From an optimization exercise on the open Yosys and OpenROAD flow, aimed at small area, a short achievable clock period and few clock cycles per item; shortcuts taken in it are not production practice. Only simulation tests tie the RTL to the original design; equivalence was not proved. Power is estimated from default activity; no workload was simulated.

==> design/flow/run.sh <==
#!/bin/bash
# synth_recipe.tcl (not shown) runs the flow's synth.tcl, then flattens the netlist and writes it again
# the make line also repeats each setting of config.mk as NAME=value (left out here)
make -C /OpenROAD-flow-scripts/flow DESIGN_CONFIG=/design/flow/config.mk WORK_HOME=/design/flow/orfs CLKGATE_MAP_FILE= SYNTH_SCRIPT=/design/flow/synth_recipe.tcl finish
==> design/flow/config.mk <==
export PLATFORM = sky130hd
export DESIGN_NAME = fft_top
export DESIGN_NICKNAME = fft_top
export VERILOG_FILES = /design/flow/design.v
export SDC_FILE = /design/flow/constraint.sdc
export NUM_CORES = 4
export LEC_CHECK = 0
export CAP_MARGIN = 20
export CORE_MARGIN = 2
export CORE_UTILIZATION = 40
export SLEW_MARGIN = 20
==> design/flow/constraint.sdc <==
create_clock -name core_clock -period 6.0 [get_ports {clk}]
set_input_delay 1.2000 -clock core_clock [delete_from_list [all_inputs] [get_ports {clk}]]
set_output_delay 1.2000 -clock core_clock [all_outputs]
set_load 0.01 [all_outputs]
==> design/flow/design.v <==
`timescale 1ns/1ps
module fft_pipe_reg #(
  parameter int W = 1
) (
  input  logic         clk,
  input  logic         reset_i,
  input  logic         valid_i,
  output logic         ready_o,
  input  logic [W-1:0] data_i,
  output logic         valid_o,
  input  logic         ready_i,
  output logic [W-1:0] data_o
);
  logic         valid_q;
  logic [W-1:0] data_q;
  assign ready_o = !valid_q || ready_i;
  assign valid_o = valid_q;
  assign data_o  = data_q;
  always_ff @(posedge clk) begin
    if (reset_i) begin
      valid_q <= 1'b0;
    end else if (ready_o) begin
      valid_q <= valid_i;
    end
  end
  always_ff @(posedge clk) begin
    if (valid_i && ready_o) begin
      data_q <= data_i;
    end
  end
endmodule
`timescale 1ns/1ps
module fft_butterfly_stage #(
  parameter int STAGE = 0
) (
  input  logic [8*2*(4 + 4)-1:0] frame_i,
  output logic [8*2*(4 + 4)-1:0] frame_o
);
  localparam int SW      = (4 + 4);
  localparam int CW      = 2 * (4 + 4);
  localparam int SPAN    = 1 << STAGE;
  localparam int TW_STEP = (8 / 2) / SPAN;
  localparam int PROD_W  = 2 * (4 + 4);
  for (genvar g = 0; g < 8; g += 2 * SPAN) begin : g_group
    for (genvar j = 0; j < SPAN; j++) begin : g_fly
      localparam int LO   = g + j;
      localparam int HI   = LO + SPAN;
      localparam int TW_K = j * TW_STEP;
      localparam logic signed [SW-1:0] W_RE =
        (TW_K == 0) ? 8'sd16 : (TW_K == 1) ? 8'sd11 : (TW_K == 2) ? 8'sd0 : -8'sd11;
      localparam logic signed [SW-1:0] W_IM =
        (TW_K == 0) ? 8'sd0 : (TW_K == 1) ? -8'sd11 : (TW_K == 2) ? -8'sd16 : -8'sd11;
      logic signed [SW-1:0]     lo_re, lo_im, hi_re, hi_im;
      logic signed [PROD_W-1:0] prod_re, prod_im;
      logic signed [SW-1:0]     p_re, p_im;
      assign lo_re = frame_i[LO*CW+SW +: SW];
      assign lo_im = frame_i[LO*CW    +: SW];
      assign hi_re = frame_i[HI*CW+SW +: SW];
      assign hi_im = frame_i[HI*CW    +: SW];
      assign prod_re = hi_re * W_RE - hi_im * W_IM;
      assign prod_im = hi_im * W_RE + hi_re * W_IM;
      assign p_re    = prod_re[PROD_W-4-1:4];
      assign p_im    = prod_im[PROD_W-4-1:4];
      assign frame_o[LO*CW+SW +: SW] = lo_re + p_re;
      assign frame_o[LO*CW    +: SW] = lo_im + p_im;
      assign frame_o[HI*CW+SW +: SW] = lo_re - p_re;
      assign frame_o[HI*CW    +: SW] = lo_im - p_im;
    end
  end
endmodule
`timescale 1ns/1ps
module fft_sample_loader (
  input  logic                                   clk,
  input  logic                                   reset_i,
  input  logic                                   in_valid_i,
  output logic                                   in_ready_o,
  input  logic [2*(4 + 4)-1:0]             in_sample_i,
  output logic                                   frame_valid_o,
  input  logic                                   frame_ready_i,
  output logic [8*2*(4 + 4)-1:0] frame_o
);
  localparam int CW = 2 * (4 + 4);
  logic [3-1:0]                 wr_count;
  logic [3-1:0]                 wr_slot;
  logic [8*2*(4 + 4)-1:0] frame_q;
  logic                                   full_q;
  logic                                   sample_fire;
  logic                                   frame_fire;
  assign sample_fire   = in_valid_i && in_ready_o;
  assign frame_fire    = frame_valid_o && frame_ready_i;
  assign in_ready_o    = !full_q;
  assign frame_valid_o = full_q;
  assign frame_o       = frame_q;
  always_ff @(posedge clk) begin
    if (reset_i) begin
      wr_count <= '0;
      full_q   <= 1'b0;
    end else begin
      if (sample_fire) begin
        wr_count <= wr_count + 1'b1;
        if (wr_count == 3'(8 - 1)) begin
          full_q <= 1'b1;
        end
      end
      if (frame_fire) begin
        full_q <= 1'b0;
      end
    end
  end
  for (genvar i = 0; i < 3; i++) begin : g_rev
    assign wr_slot[i] = wr_count[3-1-i];
  end
  always_ff @(posedge clk) begin
    if (sample_fire) begin
      frame_q[wr_slot*CW +: CW] <= in_sample_i;
    end
  end
endmodule
`timescale 1ns/1ps
module fft_bin_serializer (
  input  logic                                   clk,
  input  logic                                   reset_i,
  input  logic                                   frame_valid_i,
  output logic                                   frame_ready_o,
  input  logic [8*2*(4 + 4)-1:0] frame_i,
  output logic                                   out_valid_o,
  input  logic                                   out_ready_i,
  output logic [2*(4 + 4)-1:0]             out_bin_o,
  output logic                                   out_last_o
);
  localparam int CW = 2 * (4 + 4);
  logic [8*2*(4 + 4)-1:0] spec_q;
  logic [3-1:0]                 bin_q;
  logic                                   busy_q;
  assign frame_ready_o = !busy_q;
  assign out_valid_o   = busy_q;
  assign out_bin_o     = spec_q[bin_q*CW +: CW];
  assign out_last_o    = (bin_q == 3'(8 - 1));
  always_ff @(posedge clk) begin
    if (reset_i) begin
      busy_q <= 1'b0;
      bin_q  <= '0;
    end else if (frame_valid_i && frame_ready_o) begin
      busy_q <= 1'b1;
      bin_q  <= '0;
    end else if (out_valid_o && out_ready_i) begin
      bin_q <= bin_q + 1'b1;
      if (out_last_o) begin
        busy_q <= 1'b0;
      end
    end
  end
  always_ff @(posedge clk) begin
    if (frame_valid_i && frame_ready_o) begin
      spec_q <= frame_i;
    end
  end
endmodule
`timescale 1ns/1ps
module fft_top (
  input  logic                       clk,
  input  logic                       reset_i,
  input  logic                       in_valid_i,
  output logic                       in_ready_o,
  input  logic [2*(4 + 4)-1:0] in_sample_i,
  output logic                       out_valid_o,
  input  logic                       out_ready_i,
  output logic [2*(4 + 4)-1:0] out_bin_o,
  output logic                       out_last_o
);
  localparam int FW = 8 * 2 * (4 + 4);
  logic [3+1:0] pipe_valid;
  logic [3+1:0] pipe_ready;
  logic [FW-1:0] reg_d [3+1];
  logic [FW-1:0] reg_q [3+1];
  fft_sample_loader u_loader (
    .clk           (clk),
    .reset_i       (reset_i),
    .in_valid_i    (in_valid_i),
    .in_ready_o    (in_ready_o),
    .in_sample_i   (in_sample_i),
    .frame_valid_o (pipe_valid[0]),
    .frame_ready_i (pipe_ready[0]),
    .frame_o       (reg_d[0])
  );
  for (genvar k = 0; k <= 3; k++) begin : g_reg
    fft_pipe_reg #(
      .W (FW)
    ) u_reg (
      .clk     (clk),
      .reset_i (reset_i),
      .valid_i (pipe_valid[k]),
      .ready_o (pipe_ready[k]),
      .data_i  (reg_d[k]),
      .valid_o (pipe_valid[k+1]),
      .ready_i (pipe_ready[k+1]),
      .data_o  (reg_q[k])
    );
  end
  for (genvar k = 0; k < 3; k++) begin : g_stage
    fft_butterfly_stage #(
      .STAGE (k)
    ) u_stage (
      .frame_i (reg_q[k]),
      .frame_o (reg_d[k+1])
    );
  end
  fft_bin_serializer u_serializer (
    .clk           (clk),
    .reset_i       (reset_i),
    .frame_valid_i (pipe_valid[3+1]),
    .frame_ready_o (pipe_ready[3+1]),
    .frame_i       (reg_q[3]),
    .out_valid_o   (out_valid_o),
    .out_ready_i   (out_ready_i),
    .out_bin_o     (out_bin_o),
    .out_last_o    (out_last_o)
  );
endmodule
==> impl_metrics.sql <==
INSERT INTO impl_metrics (metric_group, metric, value, unit) VALUES
('cts', 'cts.sink_count', '748', ''),
('logic_synthesis', 'synth-warning-count', '6', ''),
('setup_path', 'worst-endpoint-required', '6360', 'ps'),
('global_routing', 'first_pass_grt_wire_length', '142', 'mm'),
('pwr', 'switching_power', '0.00232', 'W'),
('pwr', 'internal_power', '0.00895', 'W'),
('detailed_routing', 'routed-via-count', '24324', ''),
('global_routing', 'initial_antenna_violation_count', '0', ''),
('place', 'post-dp-hpwl', '72.0', 'mm'),
('global_routing', 'grtUsageMet3', '2.13', '%'),
('global_routing', 'overall_global_routing_resource_usage', '16.6', '%'),
('cts', 'clk-insertion-delay-late', '650', 'ps'),
('layout', 'synth_to_final_area_change', '11.4', '%'),
('detailed_routing', 'post_route_antenna_net_violation_count', '0', ''),
('detailed_routing', 'drt_iter0_drc', '1589', ''),
('global_routing', 'use_met1', '23.1', '%'),
('timing', 'final_hold_viol_count', '0', ''),
('pwr', 'clkPwrFrac', '46.1', '%'),
('logic_synthesis', 'yosysSeqAreaShare', '51.0', '%'),
('pwr', 'finalPower', '0.0113', 'W'),
('flow_run', 'drv.max_cap_violation_count', '0', ''),
('timing', 'fmax', '0.180', 'GHz'),
('cts', 'postCtsResizedCells', '0', ''),
('setup_path', 'path_max_fanout', '6', ''),
('detailed_routing', 'routed_wire_length_per_instance', '18.3', 'um'),
('setup_path', 'critPathKind', 'flip-flop to flip-flop', ''),
('logic_synthesis', 'synth_ff_type', 'sky130_fd_sc_hd__edfxtp_1', ''),
('global_routing', 'overflow', '0', ''),
('logic_synthesis', 'syn_inst', '3462', ''),
('pwr', 'share_comb_of_total_power', '2.3', '%'),
('logic_synthesis', 'ys_ff_latch', '748', ''),
('detailed_routing', 'detailed_routing_iteration_count_for_the_pre_antenna_repair_pass', '5', ''),
('cts', 'max-clock-path-buffers', '3', ''),
('timing', 'final-max-slew-violation-count', '0', ''),
('pwr', 'share_seq_of_total_power', '51.6', '%'),
('layout', 'design.final.nets', '4179', ''),
('cts', 'clk_root_buffer_cell', 'sky130_fd_sc_hd__clkbuf_16', ''),
('detailed_routing', 'route.detailed.drc', '0', ''),
('pwr', 'leakagePower', '19.8', 'nW'),
('outcome', 'status', 'timing/DRC/antenna clean', ''),
('layout', 'fill_cells', '9886', ''),
('timing', 'slew_headroom', '28.3', '%'),
('die', 'fp.dieArea', '112000', 'um^2'),
('timing', 'worst_pin_slew', '1070', 'ps'),
('place', 'io_buffers', '38', ''),
('die', 'design.core.area', '109000', 'um^2'),
('cts', 'worst_setup_hold_path_clk_slew', '60', 'ps'),
('setup_path', 'crit_path_end_kind', 'flip-flop', ''),
('global_routing', 'first_global_vias', '24349', ''),
('logic_synthesis', 'post-synth-top-area-fraction', '50.4', '%'),
('die', 'i_o_pin_cnt', '39', ''),
('logic_synthesis', 'synth_top_cells_by_count', '736 x sky130_fd_sc_hd__edfxtp_1, 534 x sky130_fd_sc_hd__inv_1, 501 x sky130_fd_sc_hd__ha_1', ''),
('pwr', 'ir_worst_vdd', '182', 'uV'),
('global_routing', 'global_route.peak_usage_layer', 'met2', ''),
('layout', 'drive_gt1_share', '5.99', '%'),
('logic_synthesis', 'syn_avg_cell_area', '12.7', 'um^2'),
('logic_synthesis', 'mappedNetlistNets', '4100', ''),
('place', 'global_placer_s_final_weighted_congestion', '0.853', ''),
('setup_path', 'rrSetupSlack', '440', 'ps'),
('cts', 'hold_buffers', '0', ''),
('timing', 'final.setup.tns', '0', 'ps'),
('cts', 'tritoncts_clock_tree', 'built', ''),
('die', 'initial_core_util', '40.3', '%'),
('timing', 'setup_violations', '0', ''),
('logic_synthesis', 'post_synth_instance_area', '43800', 'um^2'),
('die', 'placementRows', '121', ''),
('timing', 'rsz_0062_raised_after_global_routing', 'no', ''),
('global_routing', 'maximum_number_of_pins_on_one_net_before_global_route_repair', '130', ''),
('die', 'die-width', '335', 'um'),
('timing', 'min_period', '5560', 'ps'),
('layout', 'n_antenna_cell', '0', '');
==> power by group through the flow <==
| stage | clock [W] | combinational [W] | sequential [W] |
|---|---|---|---|
| after global placement | 0 | 0.000252 | 0.00592 |
| after CTS | 0.00530 | 0.000259 | 0.00581 |
| after floorplan | 0 | 0.000161 | 0.00591 |
| after global routing | 0.00551 | 0.000278 | 0.00582 |
| final | 0.00519 | 0.000254 | 0.00581 |
| after detailed placement | 0 | 0.000257 | 0.00592 |
==> registers in the layout, summed over array words and instances (netlist names) <==
signal / flops
g.u_reg.valid_q: 4
u_loader.full_q: 1
u_loader.wr_count: 3
u_serializer.spec_q: 120
u_serializer.bin_q: 3
g.u_reg.data_q: 488
u_loader.frame_q: 128
u_serializer.busy_q: 1
==> critical path, stage by stage (launching register included) <==
cell and delay [ps]:
sky130_fd_sc_hd__edfxtp_1 500, sky130_fd_sc_hd__inv_1 90, sky130_fd_sc_hd__ha_1 350, sky130_fd_sc_hd__fa_1 480, sky130_fd_sc_hd__fa_1 540, sky130_fd_sc_hd__inv_1 50
sky130_fd_sc_hd__fa_1 530, sky130_fd_sc_hd__inv_1 50, sky130_fd_sc_hd__fa_1 470, sky130_fd_sc_hd__ha_1 330, sky130_fd_sc_hd__a21oi_1 290, sky130_fd_sc_hd__xnor2_1 220
sky130_fd_sc_hd__ha_1 340, sky130_fd_sc_hd__inv_1 110, sky130_fd_sc_hd__nor2_1 50, sky130_fd_sc_hd__nor2_1 160, sky130_fd_sc_hd__o21bai_1 90, sky130_fd_sc_hd__a21oi_1 240
sky130_fd_sc_hd__o21bai_1 100, sky130_fd_sc_hd__a21oi_1 190, sky130_fd_sc_hd__xnor2_1 90
==> stage by stage <==
stage / setup slack [ps] / hold slack, ps / area, um^2 / util [%] / instances
floorplan: 539 / 400 / 43800 / - / 3462
global placement: 568 / 401 / 46000 / 42.3 / 4873
detailed placement: 490 / 405 / 46000 / 42.3 / 4873
CTS: 469 / 415 / 48800 / 44.9 / 5021
global route: 135 / 421 / 48800 / 44.9 / 5021
finish: 440 / 415 / 48800 / 44.9 / 5021
==> path summary, 6_finish.rpt <==
| kind | startpoint | endpoint | depth (start not counted) |
|---|---|---|---|
| max | g_reg[2].u_reg.data_q[89] | g_reg[3].u_reg.data_q[23] | 20 |
| min | g_reg[3].u_reg.data_q[57] | u_serializer.spec_q[57] | 0 |
| max reg2reg | g_reg[2].u_reg.data_q[89] | g_reg[3].u_reg.data_q[23] | 20 |
| min reg2reg | g_reg[3].u_reg.data_q[57] | u_serializer.spec_q[57] | 0 |
==> cells in the final DEF (no fill, tap or decap), drive strengths merged, types with 28 or more instances in the layout <==
cell           Yosys  routed
nor2             226     226
a22o              86      86
inv              534     539
clkbuf            52      90
a21oi            232     232
clkinv             1      32
a32o              28      28
o21bai           113     113
xor2             168     168
clkdlybuf4s50      0      38
nand2b            43      43
nand2             38      38
o21ai             65      65
mux4              30      30
xnor2            249     249
edfxtp           736     736
fa               117     117
ha               501     501
a21o              44      44
nor2b             39      39
==> cells by family (layout without fill, tap and decap cells) <==
kind of cell / after synthesis / in the layout / synth area share, %
flip-flops: 748 / 748 / 51.0
adder cells (fa/ha/maj): 618 / 618 / 19.7
AO/OA/AOI/OAI: 602 / 602 / 9.13
buffers and inverters: 599 / 744 / 5.13
AND/OR/NAND/NOR: 422 / 422 / 4.51
XOR/XNOR: 418 / 418 / 8.42
multiplexers: 55 / 55 / 2.17
==> per-layer routing <==
metal  part of all wire, %  up-vias
li1                      -    12132
met1                    48    11707
met2                    46      353
met3                   3.0      132
met4                   3.3        0
met5                     0        -
==> cell type report <==
cell class	count	area, um^2	share of cell area, %
clock buffers	90	2060	4.22
multi-input cells	2115	19300	39.5
well taps	1414	1770	3.62
inverters	535	2010	4.11
clock inverters	58	742	1.52
flip-flops and latches	748	22300	45.8
repair buffers	61	603	1.24
Testbench counts, summed over its fixed seeds: cycles 4,704, frames 512.

==> what the ideal ports hide <==
The flow's constraints put no driver on any port. The routed layout listed below was extracted and timed again, unchanged, in two steps.
Step 1, drivers: a clkbuf_16 drives clk and a buf_2 each remaining input, both assumed.
Step 2 also shifts input and output timing later by t, the mid clock arrival at the registers, as if the neighbouring blocks saw the same clock.
Slacks: ideal / step 1 / step 2; pairs: ideal / step 1.
shift t [ns]: 0.699
slack for setup (ns): 0.440 / 0.440 / 0.440
hold slack, ns: 0.415 / 0.415 / 0.415
After both steps setup and hold are still met in this run. The setup slack of this run moves by 0.000 ns with the drivers and by 0.000 ns with both steps.
